This design comes from an exercise in tuning for small area and few clock cycles on the open sky130 flow, not from production work.
Only simulation tests tie the RTL to the original design; equivalence was not proved.

## exec_cluster
module exec_cluster (
	input  logic        clk,
	input  logic        rst_n,
	input  logic        r_valid,
	input  logic [95:0] r_op,
	output logic        r_credit,
	input  logic        i_valid,
	input  logic [63:0] i_op,
	output logic        i_credit,
	output logic        wb_valid,
	output logic [36:0] wb
);
Size: ~200 I/O pins, ~18000 sq um of cells after synthesis.
==> module exec_cluster, before the edit <==
module exec_cluster (
	input  logic        clk,
	input  logic        rst_n,
	input  logic        r_valid,
	input  logic [95:0] r_op,
	output logic        r_credit,
	input  logic        i_valid,
	input  logic [63:0] i_op,
	output logic        i_credit,
	output logic        wb_valid,
	output logic [36:0] wb
);
	logic                       acc_r;
	logic                       acc_i;
	logic [riscv_pkg::iq_w-1:0] i_new;
	logic [riscv_pkg::iq_w-1:0] i_head;
	logic [riscv_pkg::iq_w-1:0] i_sel;
	logic                       i_queued;
	logic                       i_empty_nx;
	logic                       take_i;
	logic                       push_i;
	logic                       pop_i;
	logic [31:0]                a;
	logic [31:0]                b;
	logic [2:0]                 f3;
	logic                       i30;
	logic                       i25;
	logic [4:0]                 rd;
	logic [31:0]                d;
	logic                       wb_now;
	assign acc_r = r_valid & rst_n;
	assign acc_i = i_valid & rst_n;
	i_type_alu u_i_fields (
		.op        (i_op),
		.packed_op (i_new)
	);
	op_queue u_i_queue (
		.clk       (clk),
		.rst_n     (rst_n),
		.push      (push_i),
		.push_data (i_new),
		.pop       (pop_i),
		.head      (i_head),
		.not_empty (i_queued),
		.empty_nx  (i_empty_nx)
	);
	wb_arbiter u_arbiter (
		.clk        (clk),
		.rst_n      (rst_n),
		.acc_r      (acc_r),
		.acc_i      (acc_i),
		.i_queued   (i_queued),
		.i_empty_nx (i_empty_nx),
		.take_i     (take_i),
		.push_i     (push_i),
		.pop_i      (pop_i),
		.r_credit   (r_credit),
		.i_credit   (i_credit),
		.wb_valid   (wb_now)
	);
	assign i_sel = i_queued ? i_head : i_new;
	always_comb begin
		if (acc_r) begin
			a   = r_op[63:32];
			b   = r_op[31:0];
			f3  = r_op[78:76];
			i30 = r_op[94];
			i25 = r_op[89];
			rd  = r_op[75:71];
		end else begin
			a   = i_sel[31:0];
			b   = {{20{i_sel[51]}}, i_sel[51:40]};
			f3  = i_sel[39:37];
			i30 = i_sel[50];
			i25 = 1'b0;
			rd  = i_sel[36:32];
		end
	end
	r_type_alu u_alu (
		.a    (a),
		.b    (b),
		.f3   (f3),
		.i30  (i30),
		.i25  (i25),
		.is_i (~acc_r),
		.d    (d)
	);
	always_ff @(posedge clk or negedge rst_n) begin
		if (!rst_n)
			wb_valid <= 1'b0;
		else
			wb_valid <= wb_now;
	end
	always_ff @(posedge clk) begin
		wb <= {rd, d};
	end
endmodule
Settings: LEC_CHECK=0, CAP_MARGIN=20, CORE_MARGIN=2, CORE_UTILIZATION=40, SLEW_MARGIN=20; clock period 6.0 ns.
run.sh (not shown) runs the stock make flow with config.mk's settings and CLKGATE_MAP_FILE= SYNTH_SCRIPT=/design/flow/synth_recipe.tcl, a recipe that flattens the netlist after the stock synthesis.
Testbench counts at the start, summed over its fixed seeds: cycles 3,864.
==> next run, changes <==
--- a/flow/design.v
+++ b/flow/design.v
@@ -151,9 +151,8 @@
 	logic                       i30;
 	logic                       i25;
 	logic [4:0]                 rd;
 	logic [31:0]                d;
-	logic                       wb_now;
 	assign acc_r = r_valid & rst_n;
 	assign acc_i = i_valid & rst_n;
 	i_type_alu u_i_fields (
 		.op        (i_op),
@@ -180,9 +179,9 @@
 		.push_i     (push_i),
 		.pop_i      (pop_i),
 		.r_credit   (r_credit),
 		.i_credit   (i_credit),
-		.wb_valid   (wb_now)
+		.wb_valid   (wb_valid)
 	);
 	assign i_sel = i_queued ? i_head : i_new;
 	always_comb begin
 		if (acc_r) begin
@@ -209,14 +208,6 @@
 		.i25  (i25),
 		.is_i (~acc_r),
 		.d    (d)
 	);
-	always_ff @(posedge clk or negedge rst_n) begin
-		if (!rst_n)
-			wb_valid <= 1'b0;
-		else
-			wb_valid <= wb_now;
-	end
-	always_ff @(posedge clk) begin
-		wb <= {rd, d};
-	end
-endmodule
+	assign wb = {rd, d};
+endmodule
The changed run reached the layout checks and failed them: setup timing; via count rises by 12%; cell area climbs by 15%; worst setup slack gets worse by 0.64 ns; area after synthesis came out lower by 5.4%; core utilization rises by 11 points; worst hold slack is worse by 0.0047 ns; global-route usage rises by 5.0 points.
Testbench counts after the change, summed over its fixed seeds: cycles 3,200.

* * *

exec_cluster, a different RTL version from the one above (not shown whole).
Size: about 2300 cells after synthesis, ~250 flip-flops, about 200 I/O pins, ~17000 um2 of cells after synthesis.
// exec_cluster
module exec_cluster (
	input  logic        clk,
	input  logic        rst_n,
	input  logic        r_valid,
	input  logic [95:0] r_op,
	output logic        r_credit,
	input  logic        i_valid,
	input  logic [63:0] i_op,
	output logic        i_credit,
	output logic        wb_valid,
	output logic [36:0] wb
);
	logic                       acc_r;
	logic                       acc_i;
	logic [riscv_pkg::iq_w-1:0] i_new;
	logic [riscv_pkg::iq_w-1:0] i_head;
	logic [riscv_pkg::iq_w-1:0] i_sel;
	logic                       i_queued;
	logic                       i_empty_nx;
	logic                       take_i;
	logic                       push_i;
	logic                       pop_i;
	logic [31:0]                a;
	logic [31:0]                b;
	logic [2:0]                 f3;
	logic                       i30;
	logic                       i25;
	logic [4:0]                 rd;
	logic [31:0]                d;
	logic                       wb_now;
  ...
==> module r_type_alu, before the edit <==
module r_type_alu (
	input  logic [31:0] a,          
	input  logic [31:0] b,          
	input  logic [2:0]  f3,         
	input  logic        i30,        
	input  logic        i25,        
	input  logic        is_i,       
	output logic [31:0] d,          
	output logic        fast,       
	output logic [31:0] d_fast      
);
	logic        inv;
	logic [31:0] bb;
	logic [31:0] p;
	logic [31:0] g;
	logic [31:0] gg;
	logic [31:0] pp;
	logic [32:0] c;
	logic [31:0] sum;
	logic        lt;
	logic        ltu;
	logic        left;
	logic        fill;
	logic [31:0] sh [6];
	logic [31:0] shr;
	logic [31:0] shl;
	logic        legal;
	logic        s_add, s_sll, s_slt, s_sltu, s_xor, s_shr, s_or, s_and;
	assign inv = ~f3[2] & (f3[1] | (i30 & ~is_i));
	assign bb  = b ^ {32{inv}};
	assign p   = a ^ bb;
	assign g   = a & bb;
	always_comb begin
		gg    = g;
		pp    = p;
		gg[0] = g[0] | (p[0] & inv);
		for (int l = 0; l < 5; l++)
			for (int i = 0; i < 32; i++)
				if (((i + 1) % (1 << (l + 1))) == 0) begin
					gg[i] = gg[i] | (pp[i] & gg[i - (1 << l)]);
					pp[i] = pp[i] & pp[i - (1 << l)];
				end
		for (int l = 3; l >= 0; l--)
			for (int i = 0; i < 32; i++)
				if ((((i + 1) % (1 << (l + 1))) == (1 << l)) && (i >= (1 << (l + 1)))) begin
					gg[i] = gg[i] | (pp[i] & gg[i - (1 << l)]);
					pp[i] = pp[i] & pp[i - (1 << l)];
				end
	end
	assign c   = {gg, inv};
	assign sum = p ^ c[31:0];
	assign ltu = ~c[32];
	assign lt  = (a[31] ^ b[31]) ? a[31] : sum[31];
	assign left = ~f3[2];
	assign fill = i30 & a[31] & ~left;
	always_comb begin
		for (int k = 0; k < 32; k++)
			sh[0][k] = left ? a[31-k] : a[k];
		for (int s = 0; s < 5; s++)
			for (int k = 0; k < 32; k++)
				sh[s+1][k] = b[s] ? ((k + (1 << s) < 32) ? sh[s][k + (1 << s)] : fill) : sh[s][k];
		for (int k = 0; k < 32; k++)
			shl[k] = sh[5][31-k];
	end
	assign shr = sh[5];
	assign legal = is_i ? ~((f3 == 3'b001) & i30)
		: (~i25 & (~i30 | (f3 == 3'b000) | (f3 == 3'b101)));
	assign s_add  = legal & (f3 == 3'b000);
	assign s_sll  = legal & (f3 == 3'b001);
	assign s_slt  = legal & (f3 == 3'b010);
	assign s_sltu = legal & (f3 == 3'b011);
	assign s_xor  = legal & (f3 == 3'b100);
	assign s_shr  = legal & (f3 == 3'b101);
	assign s_or   = legal & (f3 == 3'b110);
	assign s_and  = legal & (f3 == 3'b111);
	assign fast   = ~legal | f3[2] | (f3[1:0] == 2'b01);
	assign d_fast = ({32{s_sll}} & shl) | ({32{s_shr}} & shr)
		| ({32{s_xor}} & p) | ({32{s_or}} & (p | g)) | ({32{s_and}} & g);
	assign d      = d_fast | ({32{s_add}} & sum) | {31'b0, (s_slt & lt) | (s_sltu & ltu)};
endmodule
==> flow/config.mk <==
export PLATFORM = sky130hd
export DESIGN_NAME = exec_cluster
export DESIGN_NICKNAME = exec_cluster
export VERILOG_FILES = /design/flow/design.v
export SDC_FILE = /design/flow/constraint.sdc
export NUM_CORES = 4
export LEC_CHECK = 0
export ABC_AREA = 1
export CAP_MARGIN = 20
export CORE_MARGIN = 2
export CORE_UTILIZATION = 50
export SLEW_MARGIN = 20
==> flow/constraint.sdc <==
create_clock -name core_clock -period 6.0 [get_ports {clk}]
set_input_delay 1.2000 -clock core_clock [delete_from_list [all_inputs] [get_ports {clk}]]
set_output_delay 1.2000 -clock core_clock [all_outputs]
set_load 0.01 [all_outputs]
standard.sh (not shown) runs the stock make flow with config.mk's settings and CLKGATE_MAP_FILE= SYNTH_SCRIPT=/design/flow/synth_recipe.tcl, a recipe that flattens the netlist after the stock synthesis.
==> flow/flow/run.sh <==
#!/bin/bash
# Standard ORFS layout, with plain minimum-size buffers on the ports
# instead of the delay cells buffer_ports picks by default.
cp standard.sh standard_copy.txt
export BUFFER_PORTS_ARGS="-buffer_cell sky130_fd_sc_hd__buf_1"
bash standard.sh > standard.log 2>&1
Testbench counts at the start, summed over its fixed seeds: cycles 3,451.
Change:
--- a/flow/design.v
+++ b/flow/design.v
@@ -116,9 +116,9 @@
 	assign s_or   = legal & (f3 == 3'b110);
 	assign s_and  = legal & (f3 == 3'b111);
 	assign fast   = ~legal | f3[2] | (f3[1:0] == 2'b01);
 	assign d_fast = ({32{s_sll}} & shl) | ({32{s_shr}} & shr)
-		| ({32{s_xor}} & p) | ({32{s_or}} & (p | g)) | ({32{s_and}} & g);
+		| ({32{s_xor}} & (a ^ b)) | ({32{s_or}} & (a | b)) | ({32{s_and}} & (a & b));
 	assign d      = d_fast | ({32{s_add}} & sum) | {31'b0, (s_slt & lt) | (s_sltu & ltu)};
 endmodule
 module i_type_alu (
 	input  logic [63:0]                 op,     
Result:
- The new run passed the timing, design-rule and antenna checks
- synthesized area is higher by 2.3%
- hold slack gets better by 0.014 ns
- count of clock-buffer cells in the layout rises by 5
- global-route usage fell by 0.12 points
- cell count went up by about 2%
- wire length rises by 1.7%
- cell area goes up by 1.7%
- utilization came out lower by 0.41 points
- die area came out higher by about 2.2%
Testbench counts after the change, summed over its fixed seeds: cycles 3,451.

-- re-timing with driven ports --
Ports are ideal in the flow. The routed layouts listed here were re-timed in OpenROAD.
Step 1 sets driving cells, clkbuf_16 on the clock port and buf_2 on the other inputs (assumed; they add their load-dependent delay and slew).
Step 2 also shifts input and output timing later by t, the mid clock arrival at the registers, as if the neighbouring blocks saw the same clock.
Three values: no drivers, after step 1, after step 2; two values: the first two.
run	shift t [ns]	slack for setup (ns)	worst setup path at the end	slew at the worst register clock pin (ns)	worst data-port slew with drivers (ns)
the first run of note 1	0.619	0.250 / 0.226 / 0.033	input to register	0.07 / 0.07	0.08
the second run of note 1	0.554	-0.391 / -0.430 / -0.424	input to output	0.07 / 0.07	0.07
the first run of note 2	0.633	0.184 / 0.127 / 0.142	input to register	0.07 / 0.07	0.08
the second run of note 2	0.638	0.268 / 0.246 / 0.078	input to register	0.06 / 0.06	0.07
For the first run of note 1, which loses most, drivers alone change the setup slack by -0.024 ns; drivers and shift together by -0.217 ns.
